Background: an optimization exercise with open tools, aiming at a short achievable clock period and few clock cycles. Do not read the settings as production practice.
In this exercise RTL edits were held to simulation tests only and were not proved equivalent to the original.
Power is estimated from default activity; no workload was simulated.

==> flow/config.mk <==
export PLATFORM = sky130hd
export DESIGN_NAME = rv_core
export DESIGN_NICKNAME = rv_core
export VERILOG_FILES = /design/flow/design.v
export SDC_FILE = /design/flow/constraint.sdc
export NUM_CORES = 4
export LEC_CHECK = 0
export CAP_MARGIN = 35
export CELL_PAD_IN_SITES_DETAIL_PLACEMENT = 1
export CELL_PAD_IN_SITES_GLOBAL_PLACEMENT = 2
export CORE_MARGIN = 2
export CORE_UTILIZATION = 40
export GPL_TIMING_DRIVEN = 1
export PLACE_DENSITY = 0.5
export SLEW_MARGIN = 20
export TNS_END_PERCENT = 25
==> flow/constraint.sdc <==
create_clock -name core_clock -period 12.0 [get_ports {clk}]
set_input_delay 2.4000 -clock core_clock [delete_from_list [all_inputs] [get_ports {clk}]]
set_output_delay 2.4000 -clock core_clock [all_outputs]
set_load 0.01 [all_outputs]
==> flow/design.v <==
`timescale 1ns/1ps
`default_nettype none
module rv_core (
  input  wire logic         clk,
  input  wire logic         reset,
  output logic [5:0]        o_imem_addr,
  input  wire logic [31:0]  i_imem_rdata,
  output logic [5:0]        o_dmem_addr,
  output logic              o_dmem_we,
  output logic [63:0]       o_dmem_wdata,
  input  wire logic [63:0]  i_dmem_rdata
);
  logic [7:1]  pc_f;         
  logic [7:2]  pc_o;         
  logic [7:1]  m_pc;         
  logic        m_valid;      
  logic        m_bt;         
  logic        r_valid;
  logic [1:0]  r_cnt;        
  logic [31:1] r_rs1_oh;
  logic [31:1] r_rs2_oh;
  logic [4:0]  r_rs1;
  logic [4:0]  r_rs2;
  logic [31:1] r_alu_oh;     
  logic [31:1] r_ld_oh;      
  logic [4:0]  r_rd;
  logic        r_aluw;       
  logic        r_ldw;        
  logic        r_ld;
  logic        r_sd;
  logic        r_beq;
  logic        r_add;
  logic        r_addi;
  logic        r_sub;
  logic        r_and;
  logic        r_or;
  logic        r_pred;
  logic [11:0] r_imm;
  logic [7:1]  r_alt;        
  logic        x_valid;
  logic [63:0] x_a;          
  logic [63:0] x_b;
  logic [63:0] x_sdat;       
  logic [31:1] x_alu_oh;
  logic [31:1] x_ld_oh;
  logic [4:0]  x_rd;
  logic        x_aluw;
  logic        x_ldw;
  logic        x_ld;
  logic        x_sd;
  logic        x_beq;
  logic        x_add;
  logic        x_addi;
  logic        x_sub;
  logic        x_and;
  logic        x_or;
  logic        x_pred;
  logic [11:0] x_imm;
  logic [7:1]  x_alt;
  logic [63:0] x_res;        
  logic [31:1] w_oh;         
  logic        w_v;
  logic [4:0]  w_rd;
  logic        lp1_v;        
  logic [4:0]  lp1_rd;
  logic [31:1] lp1_oh;
  logic [31:1] lp2_oh;       
  logic        lp2_v;
  logic [4:0]  lp2_rd;
  logic [5:0]  dq_addr;
  logic        dq_we;
  logic [63:0] dq_wdata;
  logic [63:0] regs [1:31];
  logic [31:1] zf;           
  logic [31:1] of;           
  logic        r_am1;        
  logic [3:0]  bt_v;
  logic [7:1]  bt_pc [0:3];
  logic [7:1]  bt_t  [0:3];
  logic [1:0]  bt_ptr;
  logic        bt_hit;
  logic [7:1]  bt_tgt;
  assign o_imem_addr  = pc_o;
  assign o_dmem_addr  = dq_addr;
  assign o_dmem_we    = dq_we;
  assign o_dmem_wdata = dq_wdata;
  logic [63:0] a, b, sum_add, sum_imm, sum_sub, res;
  logic [8:0]  addr9;
  logic        x_redirect;
  assign a       = x_a;
  assign b       = x_b;
  assign sum_add = a + b;
  assign sum_sub = a - b;
  logic [12:0] lo12;
  logic [51:0] hi_inc, hi_dec, hi_sel;
  assign lo12    = {1'b0, a[11:0]} + {1'b0, x_imm[11:0]};
  assign hi_inc  = a[63:12] + 52'd1;
  assign hi_dec  = a[63:12] - 52'd1;
  assign hi_sel  = x_imm[11] ? (lo12[12] ? a[63:12] : hi_dec) : (lo12[12] ? hi_inc : a[63:12]);
  assign sum_imm = {hi_sel, lo12[11:0]};
  assign res   = ({64{x_add}}  & sum_add) | ({64{x_addi}} & sum_imm) |
                 ({64{x_sub}}  & sum_sub) | ({64{x_and}}  & (a & b)) |
                 ({64{x_or}}   & (a | b));
  assign addr9 = a[8:0] + x_imm[8:0];
  assign x_redirect = x_valid && x_beq && ((a == b) != x_pred);
  logic [63:0] zb, zc;
  logic [11:0] zcl;
  logic        x_zero, zi_lo, zi_c, zi_hi, zi;
  assign zc     = {a[62:0] | b[62:0], 1'b0};
  assign zcl    = {a[10:0] | x_imm[10:0], 1'b0};
  assign zi_lo  = &(~(a[11:0] ^ x_imm[11:0] ^ zcl));
  assign zi_c   = |(a[11:0] | x_imm[11:0]);
  assign zi_hi  = x_imm[11] ? (zi_c ? (a[63:12] == 52'd0) : (a[63:12] == 52'd1))
                            : (zi_c ? (&a[63:12])        : (a[63:12] == 52'd0));
  assign zi     = zi_lo && zi_hi;
  assign zb     = ({64{x_add}} & ~(a ^ b ^ zc)) |
                  {64{x_addi}} |
                  ({64{x_sub}} & ~(a ^ b)) |
                  ({64{x_and}} & ~(a & b)) |
                  ({64{x_or}}  & ~(a | b));
  assign x_zero = (&zb) && (!x_addi || zi);
  logic        r_go, r_free;
  logic [31:1] s1, s2;
  logic        s1x, s1w, s1l, s2x, s2w, s2l;
  logic [63:0] rd1, rd2;
  logic [31:1] n_rs1_oh, n_rs2_oh, n_xo, n_wo, keep_n;
  logic [4:0]  n_rs1, n_rs2;
  logic        n_xv, n_xw, n_ww, n_lw;
  assign r_go   = r_valid && (r_cnt == 2'd0) && !x_redirect;
  assign r_free = !r_valid || (r_cnt == 2'd0);
  assign n_rs1_oh = m_take ? rs1_dec[31:1] : r_rs1_oh;
  assign n_rs2_oh = m_take ? rs2_dec[31:1] : r_rs2_oh;
  assign n_rs1    = m_take ? w_rs1 : r_rs1;
  assign n_rs2    = m_take ? w_rs2 : r_rs2;
  assign n_xv     = r_valid && (r_cnt == 2'd0);
  assign n_xo     = n_xv ? r_alu_oh : 31'd0;
  assign n_wo     = x_valid ? x_alu_oh : 31'd0;
  assign keep_n   = ~(n_xo | n_wo | lp1_oh);
  assign n_xw     = n_xv && r_aluw;
  assign n_ww     = x_valid && x_aluw && !(n_xw && (x_rd == r_rd));
  assign n_lw     = lp1_v && !(x_valid && x_aluw && (lp1_rd == x_rd)) &&
                    !(n_xw && (lp1_rd == r_rd));
  always_ff @(posedge clk)
  begin
    s1  <= n_rs1_oh & keep_n;
    s2  <= n_rs2_oh & keep_n;
    s1x <= n_xw && (n_rs1 == r_rd);
    s2x <= n_xw && (n_rs2 == r_rd);
    s1w <= n_ww && (n_rs1 == x_rd);
    s2w <= n_ww && (n_rs2 == x_rd);
    s1l <= n_lw && (n_rs1 == lp1_rd);
    s2l <= n_lw && (n_rs2 == lp1_rd);
  end
  always_comb
  begin
    rd1 = ({64{s1x}} & res) | ({64{s1w}} & x_res) | ({64{s1l}} & i_dmem_rdata);
    rd2 = ({64{s2x}} & res) | ({64{s2w}} & x_res) | ({64{s2l}} & i_dmem_rdata);
    for (int r = 1; r < 32; r++)
    begin
      rd1 = rd1 | ({64{s1[r]}} & regs[r]);
      rd2 = rd2 | ({64{s2[r]}} & regs[r]);
    end
  end
  logic [31:0] w;
  logic [6:0]  opc;
  logic [2:0]  f3;
  logic [6:0]  f7;
  logic [4:0]  wd, w_rs1, w_rs2;
  logic        is_r, d_add, d_sub, d_and, d_or, d_addi, d_ld, d_sd, d_beq, d_alu;
  logic        pred, always_t;
  logic [7:1]  target, seq;
  logic        hz1, hz2, rs2_op;
  logic [1:0]  dly;
  logic        accept, m_take, m_redirect, hold;
  logic [31:0] rs1_dec, rs2_dec, rd_dec;
  assign w     = i_imem_rdata;
  assign opc   = w[6:0];
  assign f3    = w[14:12];
  assign f7    = w[31:25];
  assign wd    = w[11:7];
  assign w_rs1 = w[19:15];
  assign w_rs2 = w[24:20];
  assign is_r   = (opc == 7'b0110011);
  assign d_add  = is_r && (f3 == 3'b000) && (f7 == 7'b0000000);
  assign d_sub  = is_r && (f3 == 3'b000) && (f7 == 7'b0100000);
  assign d_and  = is_r && (f3 == 3'b111) && (f7 == 7'b0000000);
  assign d_or   = is_r && (f3 == 3'b110) && (f7 == 7'b0000000);
  assign d_addi = (opc == 7'b0010011) && (f3 == 3'b000);
  assign d_ld   = (opc == 7'b0000011) && (f3 == 3'b011);
  assign d_sd   = (opc == 7'b0100011) && (f3 == 3'b011);
  assign d_beq  = (opc == 7'b1100011) && (f3 == 3'b000);
  assign d_alu  = d_add || d_sub || d_and || d_or || d_addi;
  always_comb
  begin
    rs1_dec = '0;
    rs2_dec = '0;
    rd_dec  = '0;
    rs1_dec[w_rs1] = 1'b1;
    rs2_dec[w_rs2] = 1'b1;
    rd_dec[wd]     = 1'b1;
  end
  logic w_zero, w_one, z1, z2;
  logic [31:0] zf0, of0;
  logic        r_wr, r_one, r_zr;
  logic        x_one;
  logic [12:0] one_k;
  assign one_k = 13'd1 - {x_imm[11], x_imm};
  assign x_one = x_addi && (a == {{51{one_k[12]}}, one_k});
  always_ff @(posedge clk)
  begin
    w_zero <= x_zero;
    w_one  <= x_one;
  end
  assign zf0    = {zf, 1'b1};
  assign of0    = {of, 1'b0};
  assign r_wr   = r_valid && (r_aluw || r_ldw);
  assign r_one  = !(x_valid && (x_aluw || x_ldw) && (r_rs1 == x_rd)) &&
                  !(lp1_v && (r_rs1 == lp1_rd)) &&
                  ((w_v && (r_rs1 == w_rd)) ? w_one :
                   (!(lp2_v && (r_rs1 == lp2_rd)) && of0[r_rs1]));
  assign r_zr   = r_aluw && r_am1 && r_one;
  logic [31:1] x_ld_v, zrest;
  logic [31:0] zrest0;
  logic        r_s1, r_s2, x_s1, x_s2;
  assign x_ld_v = x_valid ? x_ld_oh : 31'd0;
  always_comb
    for (int r = 1; r < 32; r++)
      zrest[r] = !x_ld_v[r] && !lp1_oh[r] &&
                 (w_oh[r] ? w_zero : (!lp2_oh[r] && zf[r]));
  assign zrest0 = {zrest, 1'b1};
  assign r_s1   = r_wr && (w_rs1 == r_rd) && (w_rs1 != 5'd0);
  assign r_s2   = r_wr && (w_rs2 == r_rd) && (w_rs2 != 5'd0);
  assign x_s1   = x_valid && x_aluw && (w_rs1 == x_rd);
  assign x_s2   = x_valid && x_aluw && (w_rs2 == x_rd);
  assign z1     = r_s1 ? r_zr : (x_s1 ? x_zero : zrest0[w_rs1]);
  assign z2     = r_s2 ? r_zr : (x_s2 ? x_zero : zrest0[w_rs2]);
  assign always_t = d_beq && (w_rs1 == w_rs2);
  assign pred     = always_t || (d_beq && (w[31] || (z1 && z2)));
  assign target   = m_pc + {w[27:25], w[11:8]};
  assign seq      = m_pc + 7'd2;
  assign rs2_op = w[5];
  assign hz2 = r_valid && (r_cnt == 2'd0) && r_ldw &&
               ((w_rs1 == r_rd) || (rs2_op && (w_rs2 == r_rd)));
  assign hz1 = x_valid && x_ldw && ((w_rs1 == x_rd) || (rs2_op && (w_rs2 == x_rd)));
  assign dly = hz2 ? 2'd2 : (hz1 ? 2'd1 : 2'd0);
  assign m_take     = m_valid && r_free;
  assign accept     = m_take && !x_redirect;
  assign m_redirect = accept && pred && !(m_bt && always_t);
  assign hold       = (accept && (dly != 2'd0)) || (r_valid && r_cnt[1]);
  always_comb
  begin
    bt_hit = 1'b0;
    bt_tgt = '0;
    for (int i = 0; i < 4; i++)
    begin
      if (bt_v[i] && (bt_pc[i] == pc_f))
      begin
        bt_hit = 1'b1;
        bt_tgt = bt_tgt | bt_t[i];
      end
    end
  end
  logic [7:1] pc_next;
  assign pc_next = x_redirect ? x_alt :
                   m_redirect ? target :
                   hold       ? pc_f :
                   bt_hit     ? bt_tgt : (pc_f + 7'd2);
  always_ff @(posedge clk)
  begin
    pc_o  <= reset ? pc_next[7:2] : 6'd0;
    dq_we <= reset && x_valid && x_sd;
  end
  always_ff @(posedge clk or negedge reset)
  begin
    if (!reset)
    begin
      bt_v   <= '0;
      bt_ptr <= '0;
    end
    else if (m_valid && always_t && !m_bt)
    begin
      bt_v[bt_ptr] <= 1'b1;
      bt_ptr       <= bt_ptr + 2'd1;
    end
  end
  always_ff @(posedge clk)
  begin
    if (m_valid && always_t && !m_bt)
    begin
      bt_pc[bt_ptr] <= m_pc;
      bt_t[bt_ptr]  <= target;
    end
  end
  always_ff @(posedge clk or negedge reset)
  begin
    if (!reset)
    begin
      pc_f    <= '0;
      m_valid <= 1'b0;
      m_bt    <= 1'b0;
    end
    else
    begin
      pc_f    <= pc_next;
      m_bt    <= bt_hit;
      m_valid <= !(x_redirect || m_redirect);
    end
  end
  always_ff @(posedge clk)
  begin
    m_pc <= pc_f;
  end
  always_ff @(posedge clk or negedge reset)
  begin
    if (!reset)
    begin
      r_valid <= 1'b0;
      r_cnt   <= '0;
    end
    else if (accept)
    begin
      r_valid <= 1'b1;
      r_cnt   <= dly;
    end
    else if (x_redirect || (r_valid && (r_cnt == 2'd0)))
    begin
      r_valid <= 1'b0;
      r_cnt   <= '0;
    end
    else if (r_valid)
    begin
      r_cnt <= r_cnt - 2'd1;
    end
  end
  always_ff @(posedge clk)
  begin
    if (m_take)
    begin
      r_rs1_oh <= rs1_dec[31:1];
      r_rs2_oh <= rs2_dec[31:1];
      r_rs1    <= w_rs1;
      r_rs2    <= w_rs2;
      r_alu_oh <= d_alu ? rd_dec[31:1] : 31'd0;
      r_ld_oh  <= d_ld ? rd_dec[31:1] : 31'd0;
      r_rd     <= wd;
      r_aluw   <= d_alu && (wd != 5'd0);
      r_ldw    <= d_ld && (wd != 5'd0);
      r_ld     <= d_ld;
      r_sd     <= d_sd;
      r_beq    <= d_beq;
      r_add    <= d_add;
      r_addi   <= d_addi;
      r_am1    <= d_addi && (w[31:20] == 12'hfff);
      r_sub    <= d_sub;
      r_and    <= d_and;
      r_or     <= d_or;
      r_pred   <= pred;
      r_imm    <= d_sd ? {w[31:25], w[11:7]} : w[31:20];
      r_alt    <= pred ? seq : target;
    end
  end
  always_ff @(posedge clk or negedge reset)
  begin
    if (!reset)
      x_valid <= 1'b0;
    else
      x_valid <= r_go;
  end
  always_ff @(posedge clk)
  begin
    x_a      <= rd1;
    x_b      <= rd2;
    if (r_sd)
      x_sdat <= rd2;
    x_alu_oh <= r_alu_oh;
    x_ld_oh  <= r_ld_oh;
    x_rd     <= r_rd;
    x_aluw   <= r_aluw;
    x_ldw    <= r_ldw;
    x_ld     <= r_ld;
    x_sd     <= r_sd;
    x_beq    <= r_beq;
    x_add    <= r_add;
    x_addi   <= r_addi;
    x_sub    <= r_sub;
    x_and    <= r_and;
    x_or     <= r_or;
    x_pred   <= r_pred;
    x_imm    <= r_imm;
    x_alt    <= r_alt;
  end
  always_ff @(posedge clk or negedge reset)
  begin
    if (!reset)
    begin
      w_oh   <= '0;
      w_v    <= 1'b0;
      lp1_v  <= 1'b0;
      lp1_oh <= '0;
      lp2_v  <= 1'b0;
      lp2_oh <= '0;
      zf     <= '1;
      of     <= '0;
    end
    else
    begin
      w_oh   <= x_valid ? x_alu_oh : 31'd0;
      w_v    <= x_valid && x_aluw;
      lp1_v  <= x_valid && x_ldw;
      lp1_oh <= x_valid ? x_ld_oh : 31'd0;
      lp2_v  <= lp1_v;
      lp2_oh <= lp1_oh;
      for (int r = 1; r < 32; r++)
      begin
        if (w_oh[r])
        begin
          zf[r] <= w_zero;
          of[r] <= w_one;
        end
        else if (lp2_oh[r])
        begin
          zf[r] <= 1'b0;    
          of[r] <= 1'b0;
        end
      end
    end
  end
  always_ff @(posedge clk)
  begin
    x_res    <= res;
    w_rd     <= x_rd;
    lp1_rd   <= x_rd;
    lp2_rd   <= lp1_rd;
    dq_addr  <= addr9[8:3];
    dq_wdata <= x_sdat;
  end
  for (genvar r = 1; r < 32; r++)
  begin : g_rf
    always_ff @(posedge clk)
    begin
      if (!reset)
        regs[r] <= '0;
      else if (w_oh[r])
        regs[r] <= x_res;
      else if (lp2_oh[r])
        regs[r] <= i_dmem_rdata;
    end
  end
endmodule
`default_nettype wire
==> flow/flow/run.sh <==
#!/bin/bash
# Standard synthesis, then the standard flow's own layout steps with two changes to how the
# layout is made (not to its constraints): repair_timing aims for SETUP_MARGIN ns
# of slack at the design's own clock period, so the timing repair keeps working
# past a positive slack, and the port buffers start as buf_4 cells.
set -euo pipefail
SETUP_MARGIN=${SETUP_MARGIN:-7.8}
bash standard.sh synth > synth.log 2>&1
bash standard.sh SETUP_SLACK_MARGIN=$SETUP_MARGIN "BUFFER_PORTS_ARGS=-buffer_cell sky130_fd_sc_hd__buf_4" finish > layout.log 2>&1
==> flow/standard.sh <==
#!/bin/bash
# synth_recipe.tcl (not shown) runs the flow's synth.tcl, then flattens the netlist and writes it again
# the make line also repeats each setting of config.mk as NAME=value (left out here)
make -C /OpenROAD-flow-scripts/flow DESIGN_CONFIG=/design/flow/config.mk WORK_HOME=/design/flow/orfs CLKGATE_MAP_FILE= SYNTH_SCRIPT=/design/flow/synth_recipe.tcl "${@:-finish}"
==> summary.txt <==
Synth Area in Compound Gates -> 22.4%
Syn_nets -> 19800
Slew HR -> -1.51%
Commonest non-fill, non-tap cells in the layout -> 4352 x nor2_1, 2357 x dfxtp_1, 2240 x a21oi_1, 2018 x mux2i_1, 1598 x a22oi_1
RSZ-0062 raised after global routing -> true
Worst-path clk slew -> 0.06 ns
EDFF count, synth -> 217
FMAX -> 229 MHz
Reg area -> 61900 um2
DR vias -> 177000
IO Pins -> 175
Slew @ Worst Pin -> 1.52 ns
Final setup fails -> 0
WP depth -> 5
Commonest non-fill, non-tap cell in the layout -> nor2_1
Worst skew pair latency -> 1.06 ns
Synth async-reset ratio -> 6.10%
Met3 Resource Use GR -> 20.9%
Final count of pins violating max slew -> 6
Final #Nets -> 19000
Area added between synthesis and finish -> 14.0%
Post-Synth Simple-Gate Area -> 16.5%
Via density -> 7.29
Clk buf depth -> 4
P_leak -> 68.0 nW
Mux cell area share after synthesis -> 13.0%
# Max-Cap Violations -> 0
Initial Utilization -> 40.1%
Largest family of logic cells by synthesized area -> compound AO/OA/AOI/OAI gates
Crit path max-delay cell type -> buf_4
Clk root buf -> clkbuf_16
# fillers -> 45700
Mapped Area -> 159000 um2
Tot GR Track Use -> 51.6%
Status -> finished with violations
Cells after Synth -> 19500
Clock Skew -> 0.117 ns
Pin count of the biggest net entering global routing -> 176
Grt met1 use -> 64.9%
Most Used Layer, Global Route -> met2
Die area -> 401000 um2
Critical path fanouts, max -> 133
Vias in the first global route -> 161000
Yosys reg bits -> 2902
Placed cell areas -> 164000 um2
Startpoint types -> input port
CTS Buf Count -> 346
CP cell instances -> clkbuf_8 -> inv_8 -> buf_12 -> buf_4 -> nor2_1
CP delay by family, top -> buffers and inverters
Inst Count DP -> 23300
XOR/XNOR Fraction of Synth Area -> 1.43%
Routed Antenna Nets -> 0
CORE AREA -> 395000 um2
Post-synthesis cell type count -> 104
Hold crit path type -> reg2reg
Crit Path Category -> in2reg
Number of core rows -> 231
Port-buffer cells -> 174
CP arrival -> 5.15 ns
R2R depth -> 14
Period utilisation layout -> 36.3%
GRT overflow -> 0
Final Hold Violating Endpoints -> 0
WL/cell -> 44.8 um
First-pass DRT Iterations -> 12
Top FF cell, synth -> dfxtp_1
Initial antenna violation count -> 120
CP max stage delay -> 0.79 ns
RePlAce Congestion -> 1.06
Final wirelength -> 1090000 um
Multi-input logic area -> 90800 um2
TritonCTS clock tree -> done
Final min period -> 4.36 ns
CP bufs+invs -> 4
GR Layer Usage met2 -> 70.3%
Final Instance Area -> 181000 um2
Yosys warns -> 2
Hold path cells -> 0
Finished Layout Cells -> 24300
Initial drt markers -> 31500
DR DRC count -> 0
Layout cells sized above 1 -> 11.6%
Layout check failures -> slew limit
Overall power -> 66.5 mW
Required time worst endpoint -> 12.79 ns
Hpwl dp -> 665000 um
Pwr dens -> 368 nW/um2
Width of the die -> 634 um
Clock sink count -> 2902
Synth Area in Adders -> 2.17%
Seq/Total Area, Yosys -> 38.6%
Synthesized area per cell -> 8.14 um2
Post-Route Setup TNS -> 0 ns
# H-tree levels -> 5
Global-route wire length before repair -> 1430000 um
Max VDD drop -> 246 uV
Die Height -> 634 um
Crit. End Element -> flop
## timing repair
action	4_1_cts	5_1_grt
pin swaps	75	111
hold buffers	0	0
gates resized for setup	408	244
setup buffers	73	126
gates cloned	7	1
hold endpoints to repair	0	0
endpoints found under the setup margin	231	526
## per-stage QoR
step / setup WS [ns] / hold WS, ns / util (%)
after detailed placement: 6.19 / 0.328 / 41.4
final: 7.64 / 0.323 / 45.7
after floorplan: 7.07 / 0.323 / -
after global routing: 7.67 / 0.346 / 45.6
after global placement: 6.07 / 0.323 / 41.3
after CTS: 7.74 / 0.334 / 45.0
## cells in the mapped netlist, drive strengths merged (32+ instances only)
cell / number / area share [%]
nand3: 312 / 0.99
a31oi: 53 / 0.22
o21ai: 280 / 0.89
a21oi: 2266 / 7.2
xnor2: 183 / 1.0
buf: 458 / 1.1
nor2: 4362 / 10
and2: 87 / 0.34
clkbuf: 1694 / 4.0
ha: 268 / 2.1
a221oi: 207 / 1.1
a21o: 41 / 0.19
xor2: 75 / 0.41
a22oi: 1598 / 7.6
nor4: 152 / 0.61
o221ai: 43 / 0.24
a222oi: 145 / 0.92
or3b: 32 / 0.18
dfrtp: 146 / 2.3
o22ai: 50 / 0.20
mux2i: 2019 / 13
o21bai: 36 / 0.17
a211o: 99 / 0.55
dfxtp: 2508 / 32
a22o: 216 / 1.2
a211oi: 52 / 0.25
nand2: 412 / 0.98
nor2b: 93 / 0.37
nor3: 110 / 0.35
o211ai: 87 / 0.42
inv: 321 / 0.76
nand4: 395 / 1.6
edfxtp: 217 / 4.1
## worst reg2reg max path, stage by stage, from the launching register on
cell and delay [ns]:
dfxtp_4 0.42, inv_1 0.08, ha_2 0.49, nand2_1 0.15
nor2_1 0.35, nand4_1 0.24, o211ai_1 0.36, a211oi_4 0.22
a21o_4 0.32, buf_4 0.15, a21oi_1 0.16, nand2_1 0.08
a22o_2 0.29, buf_12 0.15, o211ai_1 0.68
## state kept, by name (all words and copies together), names as in the netlist, 64 cells and up
signal	flops
x_b	64
dq_wdata	64
x_a	64
x_res	64
regs	1984
x_sdat	64
## final timing paths
check / from / endpoint / slack (ns)
worst max-delay path: reset / regs[3][36] / 7.64
worst max register to register: x_a[17] / x_a[55] / 7.66
worst min register to register: r_ld_oh[16] / x_ld_oh[16] / 0.32
max in group asynchronous: reset / w_oh[12] / 8.71
min in group asynchronous: reset / lp1_oh[30] / 1.29
worst min-delay path: r_ld_oh[16] / x_ld_oh[16] / 0.32
## metal layers
layer	routed length, um	part of all wire (%)
met1	410000	38
met2	422000	39
met3	156000	14
met4	98000	9.0
met5	1160	0.11
## where the power goes
part	leakage [nW]	switching, mW	internal, mW
clock network	5.64	4.81	6.32
logic	37.4	25.0	12.0
registers	24.9	5.19	13.2
total	68.0	35.0	31.5
## logic make-up after synthesis
family | count (synthesis)
adder cells (fa/ha/maj) | 272
flip-flops | 2902
AND/OR/NAND/NOR | 6120
XOR/XNOR | 258
multiplexers | 2045
AO/OA/AOI/OAI | 5404
buffers and inverters | 2473
## cell type report
cell class                      instances  area share [%]
Multi-Input combinational cell      14100            50.2
Sequential cell                      2902            34.2
Clock buffer                          498            5.57
Timing Repair Buffer                  948            4.70
Tap cell                             5242            3.63
Clock inverter                        134           0.779
Inverter                              321           0.694
Antenna cell                          108           0.150
Timing Repair inverter                  1         0.00415
Testbench counts, summed over its fixed seeds: cycles 52,992.

separate check: timing with driven ports:
In the flow no input, the clock included, has a driving cell. The finished layout below was timed again as built, in two steps.
Step 1: set_driving_cell puts a clkbuf_16 on clk and a buf_2 on each other input, an assumption about the parent block.
Step 2 moves the port delays by t, midway between the first and last clock arrival at a register: inputs arrive t later, outputs are due t later. That takes back most of the time a late clock gives input paths.
a / b / c = no drivers / after step 1 / after step 2; a / b = the first two.
shift t [ns]: 1.130
setup slack, ns: 7.642 / 7.658 / 6.614
hold WS [ns]: 0.323 / 0.323 / 0.323
The setup slack of this run moves by +0.016 ns with the drivers and by -1.028 ns with both steps.
